This design comes from an exercise in tuning for small area, a short achievable clock period and few clock cycles per item on the open sky130 flow, not from production work. The RTL was checked by simulation tests, not by an equivalence proof against the original design.

==> flow/design.v, too long to show whole: its modules and the start of the top module <==
// module kmul_tree: 1135 lines
// module kmul_final: 378 lines
// module kmul_add: 314 lines
// module iterative_karatsuba_hs: 75 lines
module iterative_karatsuba_hs (
    input  logic        clk,
    input  logic        rst,
    input  logic        enable,
    input  logic        in_valid,
    output logic        in_ready,
    input  logic        signed_mode,
    input  logic [31:0] A,
    input  logic [31:0] B,
    output logic        out_valid,
    input  logic        out_ready,
    output logic [63:0] C,
    output logic        busy
);
  // ...
==> flow/flow/run.sh <==
#!/bin/bash
set -euo pipefail
MARGIN=${MARGIN:-5.3}
R=orfs/results/sky130hd/iterative_karatsuba_hs/base
bash standard.sh synth > standard_synth.log 2>&1
cp $R/1_2_yosys.v $R/1_2_yosys.std.v
python3 flow/fa_polarity.py $R/1_2_yosys.std.v $R/1_2_yosys.pol.v > fa_polarity.log 2>&1
sleep 1
cp $R/1_2_yosys.pol.v $R/1_2_yosys.v
bash standard.sh SETUP_SLACK_MARGIN=$MARGIN "BUFFER_PORTS_ARGS=-buffer_cell sky130_fd_sc_hd__buf_1" finish > standard_flow.log 2>&1
==> flow/flow/fa_polarity.py <==
#!/usr/bin/env python3
"""Remove inverters around full-adder cells in a mapped netlist.

A full adder is self-dual: FA(~a, ~b, ~c) = (~sum, ~cout). Each fa cell may
therefore be 'flipped' (fed and read in the opposite polarity) without
changing what the circuit computes. This script chooses a polarity for every
fa cell so that fewer inverters are needed, removes the netlist's inverters
and adds back one inverter per signal that some load still needs inverted.
Registers and every other cell are left as they are.

usage: fa_polarity.py IN.v OUT.v
"""
import re
import sys

ROUNDS = 200

src = open(sys.argv[1]).read()
src = re.sub(r"\(\*.*?\*\)", "", src, flags=re.S)
src = re.sub(r"/\*.*?\*/", "", src, flags=re.S)
m = re.search(r"\bmodule\s+(\S+)\s*\((.*?)\);", src, re.S)
head_end = m.end()
body_end = src.rindex("endmodule")
body = src[head_end:body_end]

# split body into statements
stmts = [s.strip() for s in re.split(r";\s*\n", body) if s.strip()]
cell_re = re.compile(r"^(sky130_fd_sc_hd__\w+)\s+(\S+)\s*\((.*)\)$", re.S)
pin_re = re.compile(r"\.(\w+)\((.*?)\)\s*(?:,|$)", re.S)
OUTS = {"X", "Y", "Q", "Q_N", "SUM", "COUT", "HI", "LO"}

decls, cells, others = [], [], []
ports = set()
for s in stmts:
    if re.match(r"^(input|output|inout)\b", s):
        decls.append(s)
        for nm in re.findall(r"(\\\S+|[A-Za-z_][\w$]*)\s*$", s):
            ports.add(nm)
        nm = s.split()[-1]
        ports.add(nm)
    elif re.match(r"^wire\b", s):
        decls.append(s)
    else:
        cm = cell_re.match(s)
        if cm:
            typ, name, pins = cm.groups()
            pm = {}
            for p, n in pin_re.findall(pins + ","):
                pm[p] = n.strip()
            cells.append([typ, name, pm])
        else:
            others.append(s)


def base(n):
    # net name without bit select on escaped/vector names, for port test
    n = n.strip()
    if n.startswith("\\"):
        return n.split()[0]
    return re.sub(r"\[\d+\]$", "", n)


port_bases = set(base(p) for p in ports)
# nets referenced in assign statements / other statements: keep untouched
pinned = set()
for s in others:
    for tok in re.findall(r"\\\S+ |[A-Za-z_][\w$]*(?:\[\d+\])?", s + " "):
        pinned.add(tok.strip())


def is_port(n):
    return base(n) in port_bases or n.strip() in pinned or base(n) in pinned


def isinv(t):
    return re.match(r"sky130_fd_sc_hd__(clk)?inv(lp)?_\d+$", t) is not None


def isxor(t):
    return re.match(r"sky130_fd_sc_hd__x(n)?or2_\d+$", t) is not None


def isfa(t):
    return re.match(r"sky130_fd_sc_hd__fa_\d+$", t) is not None


driver = {}
for i, (t, nm, pm) in enumerate(cells):
    for p, n in pm.items():
        if p in OUTS and n:
            driver[n] = i

inv_idx = set()
for i, (t, nm, pm) in enumerate(cells):
    if isinv(t) and not is_port(pm["Y"]) and pm["A"] and not pm["A"].startswith("1'"):
        inv_idx.add(i)


def root(n):
    q = 0
    seen = 0
    while n in driver and driver[n] in inv_idx:
        n = cells[driver[n]][2]["A"]
        q ^= 1
        seen += 1
        if seen > 50:
            break
    return n, q


fa_idx = [i for i, c in enumerate(cells) if isfa(c[0]) or isxor(c[0])]
xor_set = set(i for i in fa_idx if isxor(cells[i][0]))
flip = {i: 0 for i in fa_idx}
fixed = set()
for i in fa_idx:
    pm = cells[i][2]
    if is_port(pm.get("SUM", "")) or is_port(pm.get("COUT", "")) or is_port(pm.get("X", "")) or (i in xor_set and is_port(pm.get("Y", ""))):
        fixed.add(i)

# loads: list of (cell index, pin, root, parity)
loads = []
for i, (t, nm, pm) in enumerate(cells):
    if i in inv_idx:
        continue
    for p, n in pm.items():
        if p in OUTS or not n or n.startswith("1'") or n.startswith("{"):
            continue
        r, q = root(n)
        loads.append((i, p, r, q))
# inverters whose outputs are kept (port nets) are normal loads of their input: handled above,
# since they are not in inv_idx.

# index: root -> list of load ids ; fa -> list of load ids on it ; fa -> roots it drives
by_root = {}
for k, (i, p, r, q) in enumerate(loads):
    by_root.setdefault(r, []).append(k)
fa_loads = {i: [] for i in fa_idx}
for k, (i, p, r, q) in enumerate(loads):
    if i in fa_loads:
        fa_loads[i].append(k)
fa_outs = {i: [cells[i][2].get("SUM"), cells[i][2].get("COUT"), cells[i][2].get("X"), cells[i][2].get("Y") if i in xor_set else None] for i in fa_idx}


def supply(r):
    d = driver.get(r)
    if d is not None and d in flip:
        return flip[d]
    return 0


def need(k):
    i, p, r, q = loads[k]
    if i in xor_set:
        return None
    return q ^ (flip[i] if i in flip else 0)


def root_cost(r):
    s = supply(r)
    for k in by_root.get(r, []):
        n = need(k)
        if n is not None and n != s:
            return 1
    return 0


def total():
    return sum(root_cost(r) for r in by_root)


before = sum(1 for _ in inv_idx)
cost = total()
changed = True
it = 0
while changed and it < 50:
    changed = False
    it += 1
    for i in fa_idx:
        if i in fixed:
            continue
        rs = set(loads[k][2] for k in fa_loads[i]) | set(x for x in fa_outs[i] if x)
        c0 = sum(root_cost(r) for r in rs)
        flip[i] ^= 1
        c1 = sum(root_cost(r) for r in rs)
        if c1 < c0:
            changed = True
        else:
            flip[i] ^= 1
cost = total()

# a few rounds of random kicks followed by greedy descent, keeping the best
import random
rng = random.Random(1)
best = dict(flip)
best_cost = cost
free = [i for i in fa_idx if i not in fixed]


def descend():
    ch = True
    while ch:
        ch = False
        for i in free:
            rs = set(loads[k][2] for k in fa_loads[i]) | set(x for x in fa_outs[i] if x)
            c0 = sum(root_cost(r) for r in rs)
            flip[i] ^= 1
            c1 = sum(root_cost(r) for r in rs)
            if c1 < c0:
                ch = True
            else:
                flip[i] ^= 1


for rnd in range(ROUNDS):
    for i in rng.sample(free, max(1, len(free) // 20)):
        flip[i] ^= 1
    descend()
    c = total()
    if c <= best_cost:
        best_cost = c
        best = dict(flip)
    else:
        flip.update(best)
flip.update(best)
cost = total()

# rewrite
newinv = {}
extra_wires = []
out_cells = []
for r in by_root:
    s = supply(r)
    if any(need(k) is not None and need(k) != s for k in by_root[r]):
        nn = f"_fapol{len(newinv)}_"
        newinv[r] = nn
        extra_wires.append(nn)
mism = {i: 0 for i in xor_set}
for k, (i, p, r, q) in enumerate(loads):
    n = need(k)
    if n is None:
        tgt = r
        mism[i] ^= supply(r) ^ q
    else:
        tgt = r if n == supply(r) else newinv[r]
    cells[i][2][p] = tgt
for i in xor_set:
    if mism[i] ^ flip[i]:
        t = cells[i][0]
        pm = cells[i][2]
        if "xnor2" in t:
            cells[i][0] = t.replace("xnor2", "xor2")
            cells[i][2] = {("X" if p == "Y" else p): n for p, n in pm.items()}
        else:
            cells[i][0] = t.replace("xor2", "xnor2")
            cells[i][2] = {("Y" if p == "X" else p): n for p, n in pm.items()}

lines = []
for i, (t, nm, pm) in enumerate(cells):
    if i in inv_idx:
        continue
    pins = ",\n".join(f"    .{p}({n} )" for p, n in pm.items())
    lines.append(f"  {t} {nm} (\n{pins}\n  );")
for r, nn in newinv.items():
    lines.append(f"  sky130_fd_sc_hd__inv_1 {nn}inst (\n    .A({r} ),\n    .Y({nn} )\n  );")

out = src[:head_end] + "\n"
out += "".join(f"  {d} ;\n" for d in decls)
out += "".join(f"  wire {w};\n" for w in extra_wires)
out += "".join(f"  {s} ;\n" for s in others)
out += "\n".join(lines) + "\n"
out += src[body_end:]
open(sys.argv[2], "w").write(out)
print(f"fa cells {len(fa_idx)} flipped {sum(flip.values())}; inverters {before} -> {len(newinv)} ({it} passes)")
==> flow/standard.sh <==
#!/bin/bash
# synth_recipe.tcl (not shown) runs the flow's synth.tcl, then flattens the netlist and writes it again
# the make line also repeats each setting of config.mk as NAME=value (left out here)
make -C /OpenROAD-flow-scripts/flow DESIGN_CONFIG=/design/flow/config.mk WORK_HOME=/design/flow/orfs CLKGATE_MAP_FILE= SYNTH_SCRIPT=/design/flow/synth_recipe.tcl "${@:-finish}"
==> flow/config.mk <==
export PLATFORM = sky130hd
export DESIGN_NAME = iterative_karatsuba_hs
export DESIGN_NICKNAME = iterative_karatsuba_hs
export VERILOG_FILES = /design/flow/design.v
export SDC_FILE = /design/flow/constraint.sdc
export NUM_CORES = 4
export LEC_CHECK = 0
export ABC_AREA = 1
export CAP_MARGIN = 20
export CORE_MARGIN = 2
export CORE_UTILIZATION = 55
export SLEW_MARGIN = 20
==> flow/constraint.sdc <==
create_clock -name core_clock -period 9.5 [get_ports {clk}]
set_input_delay 1.9000 -clock core_clock [delete_from_list [all_inputs] [get_ports {clk}]]
set_output_delay 1.9000 -clock core_clock [all_outputs]
set_load 0.01 [all_outputs]
==> summary.txt, run 1 <==
============================================================================
Largest cell class by area                                      multi-input combinational cells
Busiest metal layer after global routing                                met2
Final clock-cell share                                                0.0334
Via count of the routed design                                         25000
Global Route met2 Usage                                                0.484
Multi-input combinational cell area                               0.0218 mm2
Number of DRC violations after detailed routing                            0
Number of global-route vias before repair                              25900
Setup clock skew after layout                                      0.0221 ns
Clock-pin transition on the worst setup and hold timing paths        0.06 ns
Antenna violations before repair                                           4
Tap cell count                                                           846
Tcrit/Tclk final                                                       0.442
Yosys warning count                                                        1
Post-synthesis cell count                                               2935
Normalized max-slew margin                                             0.279
Flip-flop count of the largest register after layout                     243
Multi-input gate share of the layout cell area                         0.568
Met3 routed WL                                                       14.9 mm
GR met1 Demand/Resource                                                0.456
Source of the worst register-to-register timing path                cs_q[63]
Total number of clock tree sinks                                         393
Critical path launch point                                         out_ready
Post-layout nets                                                        3668
Total grt overflow                                                         0
Fillcell total                                                          5134
Fraction of layout instances using a drive strength above 1           0.0868
Post-synth net total                                                    3620
Outcome                                                         complete, no violations
Required time at the endpoint of the critical path                   7.60 ns
Hold Path Stages                                                           2
Width of the die                                                      257 um
============================================================================
Testbench counts, summed over its fixed seeds: cycles 2,072, items 2,048.
==> module iterative_karatsuba_hs, before the edit <==
module iterative_karatsuba_hs (
    input  logic        clk,
    input  logic        rst,
    input  logic        enable,
    input  logic        in_valid,
    output logic        in_ready,
    input  logic        signed_mode,
    input  logic [31:0] A,
    input  logic [31:0] B,
    output logic        out_valid,
    input  logic        out_ready,
    output logic [63:0] C,
    output logic        busy
);
    localparam int unsigned CW = karatsuba_pkg::CUT_W;
    logic        v0_q, v1_q, v2_q;
    logic [32:0] x_q;
    logic [16:0] one_q, two_q, ng_q;
    logic [CW-1:0] cs_q;
    logic [63:0] c_q;
    logic [34:0] y;
    logic [16:0] one_d, two_d, ng_d;
    assign y = {{2{signed_mode & B[31]}}, B, 1'b0};
    always_comb begin
        for (int i = 0; i < 17; i++) begin
            one_d[i] = y[2*i+1] ^ y[2*i];
            two_d[i] = (y[2*i+2] & ~y[2*i+1] & ~y[2*i]) | (~y[2*i+2] & y[2*i+1] & y[2*i]);
            ng_d[i]  = y[2*i+2];
        end
    end
    logic [CW-1:0] cs_d;
    logic [63:0]   prod;
    kmul_tree u_tree (
        .x  (x_q),
        .one(one_q),
        .two(two_q),
        .ng (ng_q),
        .cs (cs_d)
    );
    kmul_final u_final (
        .cs(cs_q),
        .p (prod)
    );
    logic adv0, adv1, adv2;
    assign adv2 = ~v2_q | out_ready;
    assign adv1 = ~v1_q | adv2;
    assign adv0 = ~v0_q | adv1;
    always_ff @(posedge clk) begin
        if (rst) begin
            v0_q <= 1'b0;
            v1_q <= 1'b0;
            v2_q <= 1'b0;
        end else if (enable) begin
            if (adv0) v0_q <= in_valid;
            if (adv1) v1_q <= v0_q;
            if (adv2) v2_q <= v1_q;
        end
    end
    always_ff @(posedge clk) begin
        if (enable) begin
            if (adv0) begin
                x_q   <= {signed_mode & A[31], A};
                one_q <= one_d;
                two_q <= two_d;
                ng_q  <= ng_d;
            end
            if (adv1) cs_q <= cs_d;
            if (adv2) c_q <= prod;
        end
    end
    assign in_ready  = adv0;
    assign out_valid = v2_q;
    assign C         = c_q;
    assign busy      = v0_q | v1_q | v2_q;
endmodule
==> run 2, diff against run 1 <==
--- a/flow/design.v
+++ b/flow/design.v
@@ -1517,17 +1517,17 @@
 module kmul_add (
     input  logic [63:0] a,
     input  logic [63:0] b,
     output logic [63:0] s
 );
     logic [63:0] g0, p0;
     assign g0 = a & b;
     assign p0 = a ^ b;
-    logic gg1, pp1, gg2, pp2, gg3, pp3, gg4, pp4, gg5, pp5, gg6, pp6, gg7, pp7, gg8, pp8, gg9, pp9, gg10, pp10, gg11, pp11, gg12, pp12, gg13, pp13, gg14, pp14, gg15, pp15, gg16, pp16, gg17, pp17, gg18, pp18, gg19, pp19, gg20, pp20, gg21, pp21, gg22, pp22, gg23, pp23, gg24, pp24, gg25, pp25, gg26, pp26, gg27, pp27, gg28, pp28, gg29, pp29, gg30, pp30, gg31, pp31, gg32, pp32, gg33, pp33, gg34, pp34, gg35, pp35, gg36, pp36, gg37, pp37, gg38, pp38, gg39, pp39, gg40, pp40, gg41, pp41, gg42, pp42, gg43, pp43, gg44, pp44, gg45, pp45, gg46, pp46, gg47, pp47, gg48, pp48, gg49, pp49, gg50, pp50, gg51, pp51, gg52, pp52, gg53, pp53, gg54, pp54, gg55, pp55, gg56, pp56, gg57, pp57, gg58, pp58, gg59, pp59, gg60, pp60, gg61, pp61, gg62, pp62, gg63, pp63, gg64, pp64, gg65, pp65, gg66, pp66, gg67, pp67, gg68, pp68, gg69, pp69, gg70, pp70, gg71, pp71, gg72, pp72, gg73, pp73, gg74, pp74, gg75, pp75, gg76, pp76, gg77, pp77, gg78, pp78, gg79, pp79, gg80, pp80, gg81, pp81, gg82, pp82, gg83, pp83, gg84, pp84, gg85, pp85, gg86, pp86, gg87, pp87, gg88, pp88, gg89, pp89, gg90, pp90, gg91, pp91, gg92, pp92, gg93, pp93, gg94, pp94, gg95, pp95, gg96, pp96, gg97, pp97, gg98, pp98, gg99, pp99, gg100, pp100, gg101, pp101, gg102, pp102, gg103, pp103, gg104, pp104, gg105, pp105, gg106, pp106, gg107, pp107, gg108, pp108, gg109, pp109, gg110, pp110, gg111, pp111, gg112, pp112, gg113, pp113, gg114, pp114, gg115, pp115, gg116, pp116, gg117, pp117, gg118, pp118, gg119, pp119, gg120, pp120;
+    logic gg1, pp1, gg2, pp2, gg3, pp3, gg4, pp4, gg5, pp5, gg6, pp6, gg7, pp7, gg8, pp8, gg9, pp9, gg10, pp10, gg11, pp11, gg12, pp12, gg13, pp13, gg14, pp14, gg15, pp15, gg16, pp16, gg17, pp17, gg18, pp18, gg19, pp19, gg20, pp20, gg21, pp21, gg22, pp22, gg23, pp23, gg24, pp24, gg25, pp25, gg26, pp26, gg27, pp27, gg28, pp28, gg29, pp29, gg30, pp30, gg31, pp31, gg32, pp32, gg33, pp33, gg34, pp34, gg35, pp35, gg36, pp36, gg37, pp37, gg38, pp38, gg39, pp39, gg40, pp40, gg41, pp41, gg42, pp42, gg43, pp43, gg44, pp44, gg45, pp45, gg46, pp46, gg47, pp47, gg48, pp48, gg49, pp49, gg50, pp50, gg51, pp51, gg52, pp52, gg53, pp53, gg54, pp54, gg55, pp55, gg56, pp56, gg57, pp57, gg58, pp58, gg59, pp59, gg60, pp60, gg61, pp61, gg62, pp62, gg63, pp63, gg64, pp64, gg65, pp65, gg66, pp66, gg67, pp67, gg68, pp68, gg69, pp69, gg70, pp70, gg71, pp71, gg72, pp72, gg73, pp73, gg74, pp74, gg75, pp75, gg76, pp76, gg77, pp77, gg78, pp78, gg79, pp79, gg80, pp80, gg81, pp81, gg82, pp82, gg83, pp83, gg84, pp84, gg85, pp85, gg86, pp86, gg87, pp87, gg88, pp88, gg89, pp89, gg90, pp90, gg91, pp91, gg92, pp92, gg93, pp93, gg94, pp94, gg95, pp95, gg96, pp96, gg97, pp97, gg98, pp98, gg99, pp99, gg100, pp100, gg101, pp101, gg102, pp102, gg103, pp103, gg104, pp104, gg105, pp105, gg106, pp106, gg107, pp107, gg108, pp108, gg109, pp109, gg110, pp110, gg111, pp111, gg112, pp112, gg113, pp113, gg114, pp114, gg115, pp115, gg116, pp116, gg117, pp117, gg118, pp118, gg119, pp119, gg120, pp120, gg121, pp121, gg122, pp122, gg123, pp123, gg124, pp124, gg125, pp125, gg126, pp126, gg127, pp127, gg128, pp128, gg129, pp129, gg130, pp130, gg131, pp131, gg132, pp132, gg133, pp133, gg134, pp134, gg135, pp135, gg136, pp136, gg137, pp137, gg138, pp138, gg139, pp139, gg140, pp140, gg141, pp141, gg142, pp142, gg143, pp143, gg144, pp144, gg145, pp145, gg146, pp146, gg147, pp147, gg148, pp148, gg149, pp149, gg150, pp150, gg151, pp151, gg152, pp152, gg153, pp153, gg154, pp154, gg155, pp155, gg156, pp156, gg157, pp157, gg158, pp158, gg159, pp159, gg160, pp160, gg161, pp161, gg162, pp162, gg163, pp163, gg164, pp164, gg165, pp165, gg166, pp166, gg167, pp167, gg168, pp168, gg169, pp169, gg170, pp170, gg171, pp171, gg172, pp172, gg173, pp173, gg174, pp174, gg175, pp175, gg176, pp176, gg177, pp177, gg178, pp178, gg179, pp179, gg180, pp180, gg181, pp181, gg182, pp182, gg183, pp183, gg184, pp184, gg185, pp185, gg186, pp186, gg187, pp187, gg188, pp188, gg189, pp189, gg190, pp190, gg191, pp191, gg192, pp192;
     assign gg1 = g0[1] | (p0[1] & g0[0]);
     assign pp1 = p0[1] & p0[0];
     assign gg2 = g0[3] | (p0[3] & g0[2]);
     assign pp2 = p0[3] & p0[2];
     assign gg3 = g0[5] | (p0[5] & g0[4]);
     assign pp3 = p0[5] & p0[4];
     assign gg4 = g0[7] | (p0[7] & g0[6]);
     assign pp4 = p0[7] & p0[6];
@@ -1582,277 +1582,424 @@
     assign gg29 = g0[57] | (p0[57] & g0[56]);
     assign pp29 = p0[57] & p0[56];
     assign gg30 = g0[59] | (p0[59] & g0[58]);
     assign pp30 = p0[59] & p0[58];
     assign gg31 = g0[61] | (p0[61] & g0[60]);
     assign pp31 = p0[61] & p0[60];
     assign gg32 = g0[63] | (p0[63] & g0[62]);
     assign pp32 = p0[63] & p0[62];
-    assign gg33 = gg2 | (pp2 & gg1);
-    assign pp33 = pp2 & pp1;
-    assign gg34 = gg4 | (pp4 & gg3);
-    assign pp34 = pp4 & pp3;
-    assign gg35 = gg6 | (pp6 & gg5);
-    assign pp35 = pp6 & pp5;
-    assign gg36 = gg8 | (pp8 & gg7);
-    assign pp36 = pp8 & pp7;
-    assign gg37 = gg10 | (pp10 & gg9);
-    assign pp37 = pp10 & pp9;
-    assign gg38 = gg12 | (pp12 & gg11);
-    assign pp38 = pp12 & pp11;
-    assign gg39 = gg14 | (pp14 & gg13);
-    assign pp39 = pp14 & pp13;
-    assign gg40 = gg16 | (pp16 & gg15);
-    assign pp40 = pp16 & pp15;
-    assign gg41 = gg18 | (pp18 & gg17);
-    assign pp41 = pp18 & pp17;
-    assign gg42 = gg20 | (pp20 & gg19);
-    assign pp42 = pp20 & pp19;
-    assign gg43 = gg22 | (pp22 & gg21);
-    assign pp43 = pp22 & pp21;
-    assign gg44 = gg24 | (pp24 & gg23);
-    assign pp44 = pp24 & pp23;
-    assign gg45 = gg26 | (pp26 & gg25);
-    assign pp45 = pp26 & pp25;
-    assign gg46 = gg28 | (pp28 & gg27);
-    assign pp46 = pp28 & pp27;
-    assign gg47 = gg30 | (pp30 & gg29);
-    assign pp47 = pp30 & pp29;
-    assign gg48 = gg32 | (pp32 & gg31);
-    assign pp48 = pp32 & pp31;
-    assign gg49 = gg34 | (pp34 & gg33);
-    assign pp49 = pp34 & pp33;
-    assign gg50 = gg36 | (pp36 & gg35);
-    assign pp50 = pp36 & pp35;
-    assign gg51 = gg38 | (pp38 & gg37);
-    assign pp51 = pp38 & pp37;
-    assign gg52 = gg40 | (pp40 & gg39);
-    assign pp52 = pp40 & pp39;
-    assign gg53 = gg42 | (pp42 & gg41);
-    assign pp53 = pp42 & pp41;
-    assign gg54 = gg44 | (pp44 & gg43);
-    assign pp54 = pp44 & pp43;
-    assign gg55 = gg46 | (pp46 & gg45);
-    assign pp55 = pp46 & pp45;
-    assign gg56 = gg48 | (pp48 & gg47);
-    assign pp56 = pp48 & pp47;
-    assign gg57 = gg50 | (pp50 & gg49);
-    assign pp57 = pp50 & pp49;
-    assign gg58 = gg52 | (pp52 & gg51);
-    assign pp58 = pp52 & pp51;
-    assign gg59 = gg54 | (pp54 & gg53);
-    assign pp59 = pp54 & pp53;
-    assign gg60 = gg56 | (pp56 & gg55);
-    assign pp60 = pp56 & pp55;
-    assign gg61 = gg58 | (pp58 & gg57);
-    assign pp61 = pp58 & pp57;
-    assign gg62 = gg60 | (pp60 & gg59);
-    assign pp62 = pp60 & pp59;
-    assign gg63 = gg62 | (pp62 & gg61);
-    assign pp63 = pp62 & pp61;
-    assign gg64 = gg59 | (pp59 & gg61);
-    assign pp64 = pp59 & pp61;
-    assign gg65 = gg51 | (pp51 & gg57);
-    assign pp65 = pp51 & pp57;
-    assign gg66 = gg53 | (pp53 & gg61);
-    assign pp66 = pp53 & pp61;
-    assign gg67 = gg55 | (pp55 & gg64);
-    assign pp67 = pp55 & pp64;
-    assign gg68 = gg35 | (pp35 & gg49);
-    assign pp68 = pp35 & pp49;
-    assign gg69 = gg37 | (pp37 & gg57);
-    assign pp69 = pp37 & pp57;
-    assign gg70 = gg39 | (pp39 & gg65);
-    assign pp70 = pp39 & pp65;
-    assign gg71 = gg41 | (pp41 & gg61);
-    assign pp71 = pp41 & pp61;
-    assign gg72 = gg43 | (pp43 & gg66);
-    assign pp72 = pp43 & pp66;
-    assign gg73 = gg45 | (pp45 & gg64);
-    assign pp73 = pp45 & pp64;
-    assign gg74 = gg47 | (pp47 & gg67);
-    assign pp74 = pp47 & pp67;
-    assign gg75 = gg3 | (pp3 & gg33);
-    assign pp75 = pp3 & pp33;
-    assign gg76 = gg5 | (pp5 & gg49);
-    assign pp76 = pp5 & pp49;
-    assign gg77 = gg7 | (pp7 & gg68);
-    assign pp77 = pp7 & pp68;
-    assign gg78 = gg9 | (pp9 & gg57);
-    assign pp78 = pp9 & pp57;
-    assign gg79 = gg11 | (pp11 & gg69);
-    assign pp79 = pp11 & pp69;
-    assign gg80 = gg13 | (pp13 & gg65);
-    assign pp80 = pp13 & pp65;
-    assign gg81 = gg15 | (pp15 & gg70);
-    assign pp81 = pp15 & pp70;
-    assign gg82 = gg17 | (pp17 & gg61);
-    assign pp82 = pp17 & pp61;
-    assign gg83 = gg19 | (pp19 & gg71);
-    assign pp83 = pp19 & pp71;
-    assign gg84 = gg21 | (pp21 & gg66);
-    assign pp84 = pp21 & pp66;
-    assign gg85 = gg23 | (pp23 & gg72);
-    assign pp85 = pp23 & pp72;
-    assign gg86 = gg25 | (pp25 & gg64);
-    assign pp86 = pp25 & pp64;
-    assign gg87 = gg27 | (pp27 & gg73);
-    assign pp87 = pp27 & pp73;
-    assign gg88 = gg29 | (pp29 & gg67);
-    assign pp88 = pp29 & pp67;
-    assign gg89 = gg31 | (pp31 & gg74);
-    assign pp89 = pp31 & pp74;
-    assign gg90 = g0[2] | (p0[2] & gg1);
-    assign pp90 = p0[2] & pp1;
-    assign gg91 = g0[4] | (p0[4] & gg33);
-    assign pp91 = p0[4] & pp33;
-    assign gg92 = g0[6] | (p0[6] & gg75);
-    assign pp92 = p0[6] & pp75;
-    assign gg93 = g0[8] | (p0[8] & gg49);
-    assign pp93 = p0[8] & pp49;
-    assign gg94 = g0[10] | (p0[10] & gg76);
-    assign pp94 = p0[10] & pp76;
-    assign gg95 = g0[12] | (p0[12] & gg68);
-    assign pp95 = p0[12] & pp68;
-    assign gg96 = g0[14] | (p0[14] & gg77);
-    assign pp96 = p0[14] & pp77;
-    assign gg97 = g0[16] | (p0[16] & gg57);
-    assign pp97 = p0[16] & pp57;
-    assign gg98 = g0[18] | (p0[18] & gg78);
-    assign pp98 = p0[18] & pp78;
-    assign gg99 = g0[20] | (p0[20] & gg69);
-    assign pp99 = p0[20] & pp69;
-    assign gg100 = g0[22] | (p0[22] & gg79);
-    assign pp100 = p0[22] & pp79;
-    assign gg101 = g0[24] | (p0[24] & gg65);
-    assign pp101 = p0[24] & pp65;
-    assign gg102 = g0[26] | (p0[26] & gg80);
-    assign pp102 = p0[26] & pp80;
-    assign gg103 = g0[28] | (p0[28] & gg70);
-    assign pp103 = p0[28] & pp70;
-    assign gg104 = g0[30] | (p0[30] & gg81);
-    assign pp104 = p0[30] & pp81;
-    assign gg105 = g0[32] | (p0[32] & gg61);
-    assign pp105 = p0[32] & pp61;
-    assign gg106 = g0[34] | (p0[34] & gg82);
-    assign pp106 = p0[34] & pp82;
-    assign gg107 = g0[36] | (p0[36] & gg71);
-    assign pp107 = p0[36] & pp71;
-    assign gg108 = g0[38] | (p0[38] & gg83);
-    assign pp108 = p0[38] & pp83;
-    assign gg109 = g0[40] | (p0[40] & gg66);
-    assign pp109 = p0[40] & pp66;
-    assign gg110 = g0[42] | (p0[42] & gg84);
-    assign pp110 = p0[42] & pp84;
-    assign gg111 = g0[44] | (p0[44] & gg72);
-    assign pp111 = p0[44] & pp72;
-    assign gg112 = g0[46] | (p0[46] & gg85);
-    assign pp112 = p0[46] & pp85;
-    assign gg113 = g0[48] | (p0[48] & gg64);
-    assign pp113 = p0[48] & pp64;
-    assign gg114 = g0[50] | (p0[50] & gg86);
-    assign pp114 = p0[50] & pp86;
-    assign gg115 = g0[52] | (p0[52] & gg73);
-    assign pp115 = p0[52] & pp73;
-    assign gg116 = g0[54] | (p0[54] & gg87);
-    assign pp116 = p0[54] & pp87;
-    assign gg117 = g0[56] | (p0[56] & gg67);
-    assign pp117 = p0[56] & pp67;
-    assign gg118 = g0[58] | (p0[58] & gg88);
-    assign pp118 = p0[58] & pp88;
-    assign gg119 = g0[60] | (p0[60] & gg74);
-    assign pp119 = p0[60] & pp74;
-    assign gg120 = g0[62] | (p0[62] & gg89);
-    assign pp120 = p0[62] & pp89;
+    assign gg33 = g0[2] | (p0[2] & gg1);
+    assign pp33 = p0[2] & pp1;
+    assign gg34 = gg2 | (pp2 & gg1);
+    assign pp34 = pp2 & pp1;
+    assign gg35 = g0[6] | (p0[6] & gg3);
+    assign pp35 = p0[6] & pp3;
+    assign gg36 = gg4 | (pp4 & gg3);
+    assign pp36 = pp4 & pp3;
+    assign gg37 = g0[10] | (p0[10] & gg5);
+    assign pp37 = p0[10] & pp5;
+    assign gg38 = gg6 | (pp6 & gg5);
+    assign pp38 = pp6 & pp5;
+    assign gg39 = g0[14] | (p0[14] & gg7);
+    assign pp39 = p0[14] & pp7;
+    assign gg40 = gg8 | (pp8 & gg7);
+    assign pp40 = pp8 & pp7;
+    assign gg41 = g0[18] | (p0[18] & gg9);
+    assign pp41 = p0[18] & pp9;
+    assign gg42 = gg10 | (pp10 & gg9);
+    assign pp42 = pp10 & pp9;
+    assign gg43 = g0[22] | (p0[22] & gg11);
+    assign pp43 = p0[22] & pp11;
+    assign gg44 = gg12 | (pp12 & gg11);
+    assign pp44 = pp12 & pp11;
+    assign gg45 = g0[26] | (p0[26] & gg13);
+    assign pp45 = p0[26] & pp13;
+    assign gg46 = gg14 | (pp14 & gg13);
+    assign pp46 = pp14 & pp13;
+    assign gg47 = g0[30] | (p0[30] & gg15);
+    assign pp47 = p0[30] & pp15;
+    assign gg48 = gg16 | (pp16 & gg15);
+    assign pp48 = pp16 & pp15;
+    assign gg49 = g0[34] | (p0[34] & gg17);
+    assign pp49 = p0[34] & pp17;
+    assign gg50 = gg18 | (pp18 & gg17);
+    assign pp50 = pp18 & pp17;
+    assign gg51 = g0[38] | (p0[38] & gg19);
+    assign pp51 = p0[38] & pp19;
+    assign gg52 = gg20 | (pp20 & gg19);
+    assign pp52 = pp20 & pp19;
+    assign gg53 = g0[42] | (p0[42] & gg21);
+    assign pp53 = p0[42] & pp21;
+    assign gg54 = gg22 | (pp22 & gg21);
+    assign pp54 = pp22 & pp21;
+    assign gg55 = g0[46] | (p0[46] & gg23);
+    assign pp55 = p0[46] & pp23;
+    assign gg56 = gg24 | (pp24 & gg23);
+    assign pp56 = pp24 & pp23;
+    assign gg57 = g0[50] | (p0[50] & gg25);
+    assign pp57 = p0[50] & pp25;
+    assign gg58 = gg26 | (pp26 & gg25);
+    assign pp58 = pp26 & pp25;
+    assign gg59 = g0[54] | (p0[54] & gg27);
+    assign pp59 = p0[54] & pp27;
+    assign gg60 = gg28 | (pp28 & gg27);
+    assign pp60 = pp28 & pp27;
+    assign gg61 = g0[58] | (p0[58] & gg29);
+    assign pp61 = p0[58] & pp29;
+    assign gg62 = gg30 | (pp30 & gg29);
+    assign pp62 = pp30 & pp29;
+    assign gg63 = g0[62] | (p0[62] & gg31);
+    assign pp63 = p0[62] & pp31;
+    assign gg64 = gg32 | (pp32 & gg31);
+    assign pp64 = pp32 & pp31;
+    assign gg65 = g0[4] | (p0[4] & gg34);
+    assign pp65 = p0[4] & pp34;
+    assign gg66 = gg3 | (pp3 & gg34);
+    assign pp66 = pp3 & pp34;
+    assign gg67 = gg35 | (pp35 & gg34);
+    assign pp67 = pp35 & pp34;
+    assign gg68 = gg36 | (pp36 & gg34);
+    assign pp68 = pp36 & pp34;
+    assign gg69 = g0[12] | (p0[12] & gg38);
+    assign pp69 = p0[12] & pp38;
+    assign gg70 = gg7 | (pp7 & gg38);
+    assign pp70 = pp7 & pp38;
+    assign gg71 = gg39 | (pp39 & gg38);
+    assign pp71 = pp39 & pp38;
+    assign gg72 = gg40 | (pp40 & gg38);
+    assign pp72 = pp40 & pp38;
+    assign gg73 = g0[20] | (p0[20] & gg42);
+    assign pp73 = p0[20] & pp42;
+    assign gg74 = gg11 | (pp11 & gg42);
+    assign pp74 = pp11 & pp42;
+    assign gg75 = gg43 | (pp43 & gg42);
+    assign pp75 = pp43 & pp42;
+    assign gg76 = gg44 | (pp44 & gg42);
+    assign pp76 = pp44 & pp42;
+    assign gg77 = g0[28] | (p0[28] & gg46);
+    assign pp77 = p0[28] & pp46;
+    assign gg78 = gg15 | (pp15 & gg46);
+    assign pp78 = pp15 & pp46;
+    assign gg79 = gg47 | (pp47 & gg46);
+    assign pp79 = pp47 & pp46;
+    assign gg80 = gg48 | (pp48 & gg46);
+    assign pp80 = pp48 & pp46;
+    assign gg81 = g0[36] | (p0[36] & gg50);
+    assign pp81 = p0[36] & pp50;
+    assign gg82 = gg19 | (pp19 & gg50);
+    assign pp82 = pp19 & pp50;
+    assign gg83 = gg51 | (pp51 & gg50);
+    assign pp83 = pp51 & pp50;
+    assign gg84 = gg52 | (pp52 & gg50);
+    assign pp84 = pp52 & pp50;
+    assign gg85 = g0[44] | (p0[44] & gg54);
+    assign pp85 = p0[44] & pp54;
+    assign gg86 = gg23 | (pp23 & gg54);
+    assign pp86 = pp23 & pp54;
+    assign gg87 = gg55 | (pp55 & gg54);
+    assign pp87 = pp55 & pp54;
+    assign gg88 = gg56 | (pp56 & gg54);
+    assign pp88 = pp56 & pp54;
+    assign gg89 = g0[52] | (p0[52] & gg58);
+    assign pp89 = p0[52] & pp58;
+    assign gg90 = gg27 | (pp27 & gg58);
+    assign pp90 = pp27 & pp58;
+    assign gg91 = gg59 | (pp59 & gg58);
+    assign pp91 = pp59 & pp58;
+    assign gg92 = gg60 | (pp60 & gg58);
+    assign pp92 = pp60 & pp58;
+    assign gg93 = g0[60] | (p0[60] & gg62);
+    assign pp93 = p0[60] & pp62;
+    assign gg94 = gg31 | (pp31 & gg62);
+    assign pp94 = pp31 & pp62;
+    assign gg95 = gg63 | (pp63 & gg62);
+    assign pp95 = pp63 & pp62;
+    assign gg96 = gg64 | (pp64 & gg62);
+    assign pp96 = pp64 & pp62;
+    assign gg97 = g0[8] | (p0[8] & gg68);
+    assign pp97 = p0[8] & pp68;
+    assign gg98 = gg5 | (pp5 & gg68);
+    assign pp98 = pp5 & pp68;
+    assign gg99 = gg37 | (pp37 & gg68);
+    assign pp99 = pp37 & pp68;
+    assign gg100 = gg38 | (pp38 & gg68);
+    assign pp100 = pp38 & pp68;
+    assign gg101 = gg69 | (pp69 & gg68);
+    assign pp101 = pp69 & pp68;
+    assign gg102 = gg70 | (pp70 & gg68);
+    assign pp102 = pp70 & pp68;
+    assign gg103 = gg71 | (pp71 & gg68);
+    assign pp103 = pp71 & pp68;
+    assign gg104 = gg72 | (pp72 & gg68);
+    assign pp104 = pp72 & pp68;
+    assign gg105 = g0[24] | (p0[24] & gg76);
+    assign pp105 = p0[24] & pp76;
+    assign gg106 = gg13 | (pp13 & gg76);
+    assign pp106 = pp13 & pp76;
+    assign gg107 = gg45 | (pp45 & gg76);
+    assign pp107 = pp45 & pp76;
+    assign gg108 = gg46 | (pp46 & gg76);
+    assign pp108 = pp46 & pp76;
+    assign gg109 = gg77 | (pp77 & gg76);
+    assign pp109 = pp77 & pp76;
+    assign gg110 = gg78 | (pp78 & gg76);
+    assign pp110 = pp78 & pp76;
+    assign gg111 = gg79 | (pp79 & gg76);
+    assign pp111 = pp79 & pp76;
+    assign gg112 = gg80 | (pp80 & gg76);
+    assign pp112 = pp80 & pp76;
+    assign gg113 = g0[40] | (p0[40] & gg84);
+    assign pp113 = p0[40] & pp84;
+    assign gg114 = gg21 | (pp21 & gg84);
+    assign pp114 = pp21 & pp84;
+    assign gg115 = gg53 | (pp53 & gg84);
+    assign pp115 = pp53 & pp84;
+    assign gg116 = gg54 | (pp54 & gg84);
+    assign pp116 = pp54 & pp84;
+    assign gg117 = gg85 | (pp85 & gg84);
+    assign pp117 = pp85 & pp84;
+    assign gg118 = gg86 | (pp86 & gg84);
+    assign pp118 = pp86 & pp84;
+    assign gg119 = gg87 | (pp87 & gg84);
+    assign pp119 = pp87 & pp84;
+    assign gg120 = gg88 | (pp88 & gg84);
+    assign pp120 = pp88 & pp84;
+    assign gg121 = g0[56] | (p0[56] & gg92);
+    assign pp121 = p0[56] & pp92;
+    assign gg122 = gg29 | (pp29 & gg92);
+    assign pp122 = pp29 & pp92;
+    assign gg123 = gg61 | (pp61 & gg92);
+    assign pp123 = pp61 & pp92;
+    assign gg124 = gg62 | (pp62 & gg92);
+    assign pp124 = pp62 & pp92;
+    assign gg125 = gg93 | (pp93 & gg92);
+    assign pp125 = pp93 & pp92;
+    assign gg126 = gg94 | (pp94 & gg92);
+    assign pp126 = pp94 & pp92;
+    assign gg127 = gg95 | (pp95 & gg92);
+    assign pp127 = pp95 & pp92;
+    assign gg128 = gg96 | (pp96 & gg92);
+    assign pp128 = pp96 & pp92;
+    assign gg129 = g0[16] | (p0[16] & gg104);
+    assign pp129 = p0[16] & pp104;
+    assign gg130 = gg9 | (pp9 & gg104);
+    assign pp130 = pp9 & pp104;
+    assign gg131 = gg41 | (pp41 & gg104);
+    assign pp131 = pp41 & pp104;
+    assign gg132 = gg42 | (pp42 & gg104);
+    assign pp132 = pp42 & pp104;
+    assign gg133 = gg73 | (pp73 & gg104);
+    assign pp133 = pp73 & pp104;
+    assign gg134 = gg74 | (pp74 & gg104);
+    assign pp134 = pp74 & pp104;
+    assign gg135 = gg75 | (pp75 & gg104);
+    assign pp135 = pp75 & pp104;
+    assign gg136 = gg76 | (pp76 & gg104);
+    assign pp136 = pp76 & pp104;
+    assign gg137 = gg105 | (pp105 & gg104);
+    assign pp137 = pp105 & pp104;
+    assign gg138 = gg106 | (pp106 & gg104);
+    assign pp138 = pp106 & pp104;
+    assign gg139 = gg107 | (pp107 & gg104);
+    assign pp139 = pp107 & pp104;
+    assign gg140 = gg108 | (pp108 & gg104);
+    assign pp140 = pp108 & pp104;
+    assign gg141 = gg109 | (pp109 & gg104);
+    assign pp141 = pp109 & pp104;
+    assign gg142 = gg110 | (pp110 & gg104);
+    assign pp142 = pp110 & pp104;
+    assign gg143 = gg111 | (pp111 & gg104);
+    assign pp143 = pp111 & pp104;
+    assign gg144 = gg112 | (pp112 & gg104);
+    assign pp144 = pp112 & pp104;
+    assign gg145 = g0[48] | (p0[48] & gg120);
+    assign pp145 = p0[48] & pp120;
+    assign gg146 = gg25 | (pp25 & gg120);
+    assign pp146 = pp25 & pp120;
+    assign gg147 = gg57 | (pp57 & gg120);
+    assign pp147 = pp57 & pp120;
+    assign gg148 = gg58 | (pp58 & gg120);
+    assign pp148 = pp58 & pp120;
+    assign gg149 = gg89 | (pp89 & gg120);
+    assign pp149 = pp89 & pp120;
+    assign gg150 = gg90 | (pp90 & gg120);
+    assign pp150 = pp90 & pp120;
+    assign gg151 = gg91 | (pp91 & gg120);
+    assign pp151 = pp91 & pp120;
+    assign gg152 = gg92 | (pp92 & gg120);
+    assign pp152 = pp92 & pp120;
+    assign gg153 = gg121 | (pp121 & gg120);
+    assign pp153 = pp121 & pp120;
+    assign gg154 = gg122 | (pp122 & gg120);
+    assign pp154 = pp122 & pp120;
+    assign gg155 = gg123 | (pp123 & gg120);
+    assign pp155 = pp123 & pp120;
+    assign gg156 = gg124 | (pp124 & gg120);
+    assign pp156 = pp124 & pp120;
+    assign gg157 = gg125 | (pp125 & gg120);
+    assign pp157 = pp125 & pp120;
+    assign gg158 = gg126 | (pp126 & gg120);
+    assign pp158 = pp126 & pp120;
+    assign gg159 = gg127 | (pp127 & gg120);
+    assign pp159 = pp127 & pp120;
+    assign gg160 = gg128 | (pp128 & gg120);
+    assign pp160 = pp128 & pp120;
+    assign gg161 = g0[32] | (p0[32] & gg144);
+    assign pp161 = p0[32] & pp144;
+    assign gg162 = gg17 | (pp17 & gg144);
+    assign pp162 = pp17 & pp144;
+    assign gg163 = gg49 | (pp49 & gg144);
+    assign pp163 = pp49 & pp144;
+    assign gg164 = gg50 | (pp50 & gg144);
+    assign pp164 = pp50 & pp144;
+    assign gg165 = gg81 | (pp81 & gg144);
+    assign pp165 = pp81 & pp144;
+    assign gg166 = gg82 | (pp82 & gg144);
+    assign pp166 = pp82 & pp144;
+    assign gg167 = gg83 | (pp83 & gg144);
+    assign pp167 = pp83 & pp144;
+    assign gg168 = gg84 | (pp84 & gg144);
+    assign pp168 = pp84 & pp144;
+    assign gg169 = gg113 | (pp113 & gg144);
+    assign pp169 = pp113 & pp144;
+    assign gg170 = gg114 | (pp114 & gg144);
+    assign pp170 = pp114 & pp144;
+    assign gg171 = gg115 | (pp115 & gg144);
+    assign pp171 = pp115 & pp144;
+    assign gg172 = gg116 | (pp116 & gg144);
+    assign pp172 = pp116 & pp144;
+    assign gg173 = gg117 | (pp117 & gg144);
+    assign pp173 = pp117 & pp144;
+    assign gg174 = gg118 | (pp118 & gg144);
+    assign pp174 = pp118 & pp144;
+    assign gg175 = gg119 | (pp119 & gg144);
+    assign pp175 = pp119 & pp144;
+    assign gg176 = gg120 | (pp120 & gg144);
+    assign pp176 = pp120 & pp144;
+    assign gg177 = gg145 | (pp145 & gg144);
+    assign pp177 = pp145 & pp144;
+    assign gg178 = gg146 | (pp146 & gg144);
+    assign pp178 = pp146 & pp144;
+    assign gg179 = gg147 | (pp147 & gg144);
+    assign pp179 = pp147 & pp144;
+    assign gg180 = gg148 | (pp148 & gg144);
+    assign pp180 = pp148 & pp144;
+    assign gg181 = gg149 | (pp149 & gg144);
+    assign pp181 = pp149 & pp144;
+    assign gg182 = gg150 | (pp150 & gg144);
+    assign pp182 = pp150 & pp144;
+    assign gg183 = gg151 | (pp151 & gg144);
+    assign pp183 = pp151 & pp144;
+    assign gg184 = gg152 | (pp152 & gg144);
+    assign pp184 = pp152 & pp144;
+    assign gg185 = gg153 | (pp153 & gg144);
+    assign pp185 = pp153 & pp144;
+    assign gg186 = gg154 | (pp154 & gg144);
+    assign pp186 = pp154 & pp144;
+    assign gg187 = gg155 | (pp155 & gg144);
+    assign pp187 = pp155 & pp144;
+    assign gg188 = gg156 | (pp156 & gg144);
+    assign pp188 = pp156 & pp144;
+    assign gg189 = gg157 | (pp157 & gg144);
+    assign pp189 = pp157 & pp144;
+    assign gg190 = gg158 | (pp158 & gg144);
+    assign pp190 = pp158 & pp144;
+    assign gg191 = gg159 | (pp159 & gg144);
+    assign pp191 = pp159 & pp144;
+    assign gg192 = gg160 | (pp160 & gg144);
+    assign pp192 = pp160 & pp144;
     assign s[0] = p0[0];
     assign s[1] = p0[1] ^ g0[0];
     assign s[2] = p0[2] ^ gg1;
-    assign s[3] = p0[3] ^ gg90;
-    assign s[4] = p0[4] ^ gg33;
-    assign s[5] = p0[5] ^ gg91;
-    assign s[6] = p0[6] ^ gg75;
-    assign s[7] = p0[7] ^ gg92;
-    assign s[8] = p0[8] ^ gg49;
-    assign s[9] = p0[9] ^ gg93;
-    assign s[10] = p0[10] ^ gg76;
-    assign s[11] = p0[11] ^ gg94;
-    assign s[12] = p0[12] ^ gg68;
-    assign s[13] = p0[13] ^ gg95;
-    assign s[14] = p0[14] ^ gg77;
-    assign s[15] = p0[15] ^ gg96;
-    assign s[16] = p0[16] ^ gg57;
-    assign s[17] = p0[17] ^ gg97;
-    assign s[18] = p0[18] ^ gg78;
-    assign s[19] = p0[19] ^ gg98;
-    assign s[20] = p0[20] ^ gg69;
-    assign s[21] = p0[21] ^ gg99;
-    assign s[22] = p0[22] ^ gg79;
-    assign s[23] = p0[23] ^ gg100;
-    assign s[24] = p0[24] ^ gg65;
-    assign s[25] = p0[25] ^ gg101;
-    assign s[26] = p0[26] ^ gg80;
-    assign s[27] = p0[27] ^ gg102;
-    assign s[28] = p0[28] ^ gg70;
-    assign s[29] = p0[29] ^ gg103;
-    assign s[30] = p0[30] ^ gg81;
-    assign s[31] = p0[31] ^ gg104;
-    assign s[32] = p0[32] ^ gg61;
-    assign s[33] = p0[33] ^ gg105;
-    assign s[34] = p0[34] ^ gg82;
-    assign s[35] = p0[35] ^ gg106;
-    assign s[36] = p0[36] ^ gg71;
-    assign s[37] = p0[37] ^ gg107;
-    assign s[38] = p0[38] ^ gg83;
-    assign s[39] = p0[39] ^ gg108;
-    assign s[40] = p0[40] ^ gg66;
-    assign s[41] = p0[41] ^ gg109;
-    assign s[42] = p0[42] ^ gg84;
-    assign s[43] = p0[43] ^ gg110;
-    assign s[44] = p0[44] ^ gg72;
-    assign s[45] = p0[45] ^ gg111;
-    assign s[46] = p0[46] ^ gg85;
-    assign s[47] = p0[47] ^ gg112;
-    assign s[48] = p0[48] ^ gg64;
-    assign s[49] = p0[49] ^ gg113;
-    assign s[50] = p0[50] ^ gg86;
-    assign s[51] = p0[51] ^ gg114;
-    assign s[52] = p0[52] ^ gg73;
-    assign s[53] = p0[53] ^ gg115;
-    assign s[54] = p0[54] ^ gg87;
-    assign s[55] = p0[55] ^ gg116;
-    assign s[56] = p0[56] ^ gg67;
-    assign s[57] = p0[57] ^ gg117;
-    assign s[58] = p0[58] ^ gg88;
-    assign s[59] = p0[59] ^ gg118;
-    assign s[60] = p0[60] ^ gg74;
-    assign s[61] = p0[61] ^ gg119;
-    assign s[62] = p0[62] ^ gg89;
-    assign s[63] = p0[63] ^ gg120;
+    assign s[3] = p0[3] ^ gg33;
+    assign s[4] = p0[4] ^ gg34;
+    assign s[5] = p0[5] ^ gg65;
+    assign s[6] = p0[6] ^ gg66;
+    assign s[7] = p0[7] ^ gg67;
+    assign s[8] = p0[8] ^ gg68;
+    assign s[9] = p0[9] ^ gg97;
+    assign s[10] = p0[10] ^ gg98;
+    assign s[11] = p0[11] ^ gg99;
+    assign s[12] = p0[12] ^ gg100;
+    assign s[13] = p0[13] ^ gg101;
+    assign s[14] = p0[14] ^ gg102;
+    assign s[15] = p0[15] ^ gg103;
+    assign s[16] = p0[16] ^ gg104;
+    assign s[17] = p0[17] ^ gg129;
+    assign s[18] = p0[18] ^ gg130;
+    assign s[19] = p0[19] ^ gg131;
+    assign s[20] = p0[20] ^ gg132;
+    assign s[21] = p0[21] ^ gg133;
+    assign s[22] = p0[22] ^ gg134;
+    assign s[23] = p0[23] ^ gg135;
+    assign s[24] = p0[24] ^ gg136;
+    assign s[25] = p0[25] ^ gg137;
+    assign s[26] = p0[26] ^ gg138;
+    assign s[27] = p0[27] ^ gg139;
+    assign s[28] = p0[28] ^ gg140;
+    assign s[29] = p0[29] ^ gg141;
+    assign s[30] = p0[30] ^ gg142;
+    assign s[31] = p0[31] ^ gg143;
+    assign s[32] = p0[32] ^ gg144;
+    assign s[33] = p0[33] ^ gg161;
+    assign s[34] = p0[34] ^ gg162;
+    assign s[35] = p0[35] ^ gg163;
+    assign s[36] = p0[36] ^ gg164;
+    assign s[37] = p0[37] ^ gg165;
+    assign s[38] = p0[38] ^ gg166;
+    assign s[39] = p0[39] ^ gg167;
+    assign s[40] = p0[40] ^ gg168;
+    assign s[41] = p0[41] ^ gg169;
+    assign s[42] = p0[42] ^ gg170;
+    assign s[43] = p0[43] ^ gg171;
+    assign s[44] = p0[44] ^ gg172;
+    assign s[45] = p0[45] ^ gg173;
+    assign s[46] = p0[46] ^ gg174;
+    assign s[47] = p0[47] ^ gg175;
+    assign s[48] = p0[48] ^ gg176;
+    assign s[49] = p0[49] ^ gg177;
+    assign s[50] = p0[50] ^ gg178;
+    assign s[51] = p0[51] ^ gg179;
+    assign s[52] = p0[52] ^ gg180;
+    assign s[53] = p0[53] ^ gg181;
+    assign s[54] = p0[54] ^ gg182;
+    assign s[55] = p0[55] ^ gg183;
+    assign s[56] = p0[56] ^ gg184;
+    assign s[57] = p0[57] ^ gg185;
+    assign s[58] = p0[58] ^ gg186;
+    assign s[59] = p0[59] ^ gg187;
+    assign s[60] = p0[60] ^ gg188;
+    assign s[61] = p0[61] ^ gg189;
+    assign s[62] = p0[62] ^ gg190;
+    assign s[63] = p0[63] ^ gg191;
 endmodule
 module iterative_karatsuba_hs (
     input  logic        clk,
     input  logic        rst,
     input  logic        enable,
     input  logic        in_valid,
     output logic        in_ready,
     input  logic        signed_mode,
     input  logic [31:0] A,
     input  logic [31:0] B,
     output logic        out_valid,
     input  logic        out_ready,
     output logic [63:0] C,
     output logic        busy
 );
     localparam int unsigned CW = karatsuba_pkg::CUT_W;
-    logic        v0_q, v1_q, v2_q;
+    logic        v0_q;
     logic [32:0] x_q;
     logic [16:0] one_q, two_q, ng_q;
+    logic          v1_q;
     logic [CW-1:0] cs_q;
-    logic [63:0] c_q;
+    logic        hv_q, sv_q;
+    logic [63:0] h_q, s_q;
+    logic        adv_q;
     logic [34:0] y;
     logic [16:0] one_d, two_d, ng_d;
     assign y = {{2{signed_mode & B[31]}}, B, 1'b0};
     always_comb begin
         for (int i = 0; i < 17; i++) begin
             one_d[i] = y[2*i+1] ^ y[2*i];
             two_d[i] = (y[2*i+2] & ~y[2*i+1] & ~y[2*i]) | (~y[2*i+2] & y[2*i+1] & y[2*i]);
             ng_d[i]  = y[2*i+2];
@@ -1866,40 +2013,55 @@
         .two(two_q),
         .ng (ng_q),
         .cs (cs_d)
     );
     kmul_final u_final (
         .cs(cs_q),
         .p (prod)
     );
-    logic adv0, adv1, adv2;
-    assign adv2 = ~v2_q | out_ready;
-    assign adv1 = ~v1_q | adv2;
-    assign adv0 = ~v0_q | adv1;
+    logic ld0, ld1, take, arr, keep_h, h_from_s, h_from_p, s_from_p;
+    logic hv_d, sv_d, adv_d;
+    assign in_ready = adv_q | ~v0_q;
+    assign ld0      = enable & in_ready;
+    assign ld1      = enable & adv_q;
+    assign take     = enable & hv_q & out_ready;
+    assign arr      = ld1 & v1_q;
+    always_comb begin
+        keep_h   = hv_q & ~take;
+        h_from_s = ~keep_h & sv_q;
+        h_from_p = ~keep_h & ~sv_q & arr;
+        s_from_p = arr & ~h_from_p;
+        hv_d     = keep_h | sv_q | arr;
+        sv_d     = (keep_h & sv_q) | s_from_p;
+        adv_d    = ~(hv_d & sv_d);
+    end
     always_ff @(posedge clk) begin
         if (rst) begin
-            v0_q <= 1'b0;
-            v1_q <= 1'b0;
-            v2_q <= 1'b0;
+            v0_q  <= 1'b0;
+            v1_q  <= 1'b0;
+            hv_q  <= 1'b0;
+            sv_q  <= 1'b0;
+            adv_q <= 1'b1;
         end else if (enable) begin
-            if (adv0) v0_q <= in_valid;
-            if (adv1) v1_q <= v0_q;
-            if (adv2) v2_q <= v1_q;
+            if (ld0) v0_q <= in_valid;
+            if (ld1) v1_q <= v0_q;
+            hv_q  <= hv_d;
+            sv_q  <= sv_d;
+            adv_q <= adv_d;
         end
     end
     always_ff @(posedge clk) begin
-        if (enable) begin
-            if (adv0) begin
-                x_q   <= {signed_mode & A[31], A};
-                one_q <= one_d;
-                two_q <= two_d;
-                ng_q  <= ng_d;
-            end
-            if (adv1) cs_q <= cs_d;
-            if (adv2) c_q <= prod;
+        if (ld0) begin
+            x_q   <= {signed_mode & A[31], A};
+            one_q <= one_d;
+            two_q <= two_d;
+            ng_q  <= ng_d;
         end
+        if (ld1) cs_q <= cs_d;
+        if (h_from_s) h_q <= s_q;
+        else if (h_from_p) h_q <= prod;
+        if (s_from_p) s_q <= prod;
     end
-    assign in_ready  = adv0;
-    assign out_valid = v2_q;
-    assign C         = c_q;
-    assign busy      = v0_q | v1_q | v2_q;
+    assign out_valid = hv_q;
+    assign C         = h_q;
+    assign busy      = v0_q | v1_q | hv_q | sv_q;
 endmodule
==> flow/flow/run.sh (replaced) <==
#!/bin/bash
set -euo pipefail
MARGIN=${MARGIN:-6.2}
R=orfs/results/sky130hd/iterative_karatsuba_hs/base
bash standard.sh synth > standard_synth.log 2>&1
cp $R/1_2_yosys.v $R/1_2_yosys.std.v
python3 flow/fa_polarity.py $R/1_2_yosys.std.v $R/1_2_yosys.pol.v > fa_polarity.log 2>&1
sleep 1
cp $R/1_2_yosys.pol.v $R/1_2_yosys.v
bash standard.sh SETUP_SLACK_MARGIN=$MARGIN "BUFFER_PORTS_ARGS=-buffer_cell sky130_fd_sc_hd__buf_1" finish > standard_flow.log 2>&1
==> run 2 against run 1 <==
Effect of this change: critical endpoint is now s_q[62]; design area is 26% higher; highest routed layer unchanged; critical path type is now register to register; synthesized cell count is 22% higher.
==> summary.txt, run 2 <==
========================================================================================
Outcome                                                                     complete, no violations
Fmax                                                                           0.289 GHz
Cell mode on critical path                                                       nand2_2
Total number of clock tree sinks                                                     459   +17%
Via count of the routed design                                                     31200   +25%
Number of standard-cell rows in the floorplan                                         98
Non-filler instance count after layout                                              4808
Count of endpoints failing hold in the final timing report                             0
Tcrit/Tclk final                                                                   0.364   -0.0777
Required time at the endpoint of the critical path                               9.86 ns   +2.26 ns
Width of the die                                                                  271 um   +5.6%
Clock-pin transition on the worst setup and hold timing paths                    0.06 ns   about the same
Final HPWL DP                                                                    80.3 mm
Type of the worst min-delay path                                            register to register
Hold Path Stages                                                                       2   unchanged
Unrepaired setup endpoints after global routing                                      yes
Number of hold-repair buffers added at the cts stage                                   0
Final antenna-violating net count                                                      0
Initial core utilization                                                           0.553
Sum Neg Setup Slack                                                                 0 ns
Synthesis-to-layout area growth                                                    22.8%
Std-Cell Core Area                                                            0.0711 mm2
Post-synth net total                                                                4231   +17%
Destination of the worst register-to-register timing path                        s_q[62]
Leading registers by flop count                                             cs_q: 243 flops, h_q: 64 flops, s_q: 64 flops
Port Buffers                                                                         136
Fillcell total                                                                      5207   +1.4%
Clock Tree Root                                                                clkbuf_16
Flip-flop count of the largest register after layout                                 243   unchanged
CP max FO                                                                              8
Total grt overflow                                                                     0   unchanged
Multi-input combinational cell area                                           0.0253 mm2   +16%
Setup clock skew after layout                                                  0.0335 ns   +0.0114 ns
Aggregate global-route resource usage                                              0.361
Post-layout nets                                                                    4477   +22%
Global placement routability congestion                                            0.969
Met3 track utilization from global routing                                         0.139
Number of search-and-repair iterations in the first detailed-routing pass              8
Post-synthesis cell count                                                           3571   +22%
Yosys warning count                                                                    1   unchanged
GR met1 Demand/Resource                                                            0.497   +0.0408
Category of cells accounting for the largest share of critical-path delay    adder cells
Slew Limit Fails                                                                       0
Maximum single-stage delay on the critical path                                  0.65 ns
Syn Area/Cell                                                                   11.0 um2
Crit start category                                                             register
Total placed cells including tap cells                                              4480
Arrival @ worst endpoint                                                         3.82 ns
Normalized max-slew margin                                                         0.264   -0.0152
Setup ws final                                                                   6.04 ns
FF-to-FF setup slack                                                             6.04 ns
Actual slew at the worst max-slew pin                                            1.10 ns
Minimum setup slack after placement                                              5.13 ns
Commonest cells after routing, fill and taps aside                          o22ai_1 (479), edfxtp_1 (454), fa_1 (428)
CTS Buf Count                                                                         52
Die Ht                                                                            271 um
Source of the worst register-to-register timing path                            cs_q[97]
Leading cell type in the layout, fill and taps excluded                          o22ai_1
Antenna violations before repair                                                       3   -1
Crit path kind                                                              register to register
Slowest cell on the critical path                                                   fa_2
Num ports                                                                            137
Number of global-route vias before repair                                          31000   +19%
Fraction of layout instances using a drive strength above 1                        0.220   +0.133
Initial DRC count                                                                   4514
Number of DRC violations after detailed routing                                        0   unchanged
Clock period minus worst slack                                                   3.46 ns
Cell breakdown of the critical path                                         fa_2 > fa_2 > ha_4 > nand2_4 > inv_2 > nand2_2 > nand2_2 > nand2_2 > nand2_2 > a21oi_4 > buf_6 > buf_12 > nand2_8 > nand2_4 > nand3_2 > and2_4
Maximum number of pins on one net before global-route repair                         164
CTS tree                                                                             yes
Deepest level of the CTS H-tree                                                        2
Maximum Capacitance Violations                                                         0
Area occupied by registers                                                    0.0137 mm2
Clock Latency Late Sink                                                          0.63 ns
DR WL/cell                                                                       29.0 um
Sum of routed wire length over all layers                                         139 mm
Area of the mapped netlist                                                    0.0393 mm2
Final setup violation count                                                            0
Clock buffer depth                                                                     3
Global Route met2 Usage                                                            0.503   +0.0190
Register with the most flip-flops                                                   cs_q
Sum of buffers and inverters on the critical path                                      3
Worst Reg-to-Reg Cells                                                                16
Critical path launch point                                                      cs_q[97]
Kind of capture point of the worst setup path                                   register
Endpoint, Worst Hold                                                                v1_q
Via-per-instance ratio                                                              6.49
Die Outline Area                                                              0.0736 mm2
Hold Startpoint                                                                     v1_q
Busiest metal layer after global routing                                            met2
Global-route wire length before repair                                            197 mm
========================================================================================
-- run 2: metrics by stage --
step                 util  instance area, um2  hold slack (ns)
floorplan               -               39400            0.421
global route        0.679               48300            0.513
finish              0.679               48300            0.483
CTS                 0.651               46300            0.484
global placement    0.572               40700            0.467
detailed placement  0.573               40700            0.475
-- run 2: worst max-delay path by stage --
| stage | endpoint | slack [ns] | depth (start not counted) |
|---|---|---|---|
| 2_1_floorplan | cs_q[0] | 3.53 | 2 |
| 3_3_place_gp | cs_q[122] | 5.35 | 7 |
| 3_5_place_dp | cs_q[122] | 5.13 | 7 |
| 4_1_cts | h_q[33] | 6.08 | 15 |
| 5_1_grt | h_q[22] | 5.95 | 18 |
| 6_report | s_q[62] | 6.04 | 16 |
-- run 2: worst min-delay path: cells and delay by family, from the launching register on --
kind	cells	cell delay, ns
compound gates	1	0.06
flops	1	0.31
buf+inv	1	0.07
-- run 2: cell type report --
cell class	count	share of cell area
Timing Repair inverter	1	0.000104
Clock buffer	59	0.0275
Sequential cell	459	0.285
Clock inverter	35	0.00840
Inverter	308	0.0269
Tap cell	950	0.0246
Timing Repair Buffer	461	0.105
Antenna cell	1	0.0000518
Multi-Input combinational cell	2534	0.523
-- run 2: repair_timing --
| action | in CTS | in global routing |
|---|---|---|
| setup endpoints to repair | 641 | 242 |
| setup buffers | 111 | 72 |
| cloned | 33 | 17 |
| gates resized for setup | 442 | 240 |
| pin swaps | 116 | 158 |
-- run 2: routing by layer --
metal | share of wire | vias up
met5 | 0.00096 | -
met4 | 0.063 | 8
met3 | 0.15 | 684
met2 | 0.41 | 2537
met1 | 0.37 | 15300
li1 | - | 12600
Testbench counts of run 2, summed over its fixed seeds: cycles 2,072, items 2,048.

what the ideal ports hide:
The results above use ideal ports. As a check the final layouts listed here were re-extracted and re-timed, cells and wires unchanged.
Step 1: set_driving_cell puts a clkbuf_16 on clk and a buf_2 on each other input, an assumption about the parent block.
Step 2 adds t to the input delays and takes it off the output delays; t is the mean of the earliest and latest rising clock arrival at the registers after step 1. Input paths then give back, and output paths get back, about the clock's delay inside the block.
Three values: no drivers, after step 1, after step 2; two values: the first two.
run | t, ns | setup slack, ns | latest minus earliest clock arrival (ns) | worst slew at a driven data input, ns
run 1 | 0.642 | 5.304 / 5.266 / 4.801 | 0.024 / 0.024 | 0.07
run 2 | 0.686 | 6.042 / 6.042 / 5.664 | 0.034 / 0.034 | 0.08
After both steps setup and hold are still met in every run listed. For run 1, which loses most, drivers alone change the setup slack by -0.038 ns; drivers and shift together by -0.503 ns.
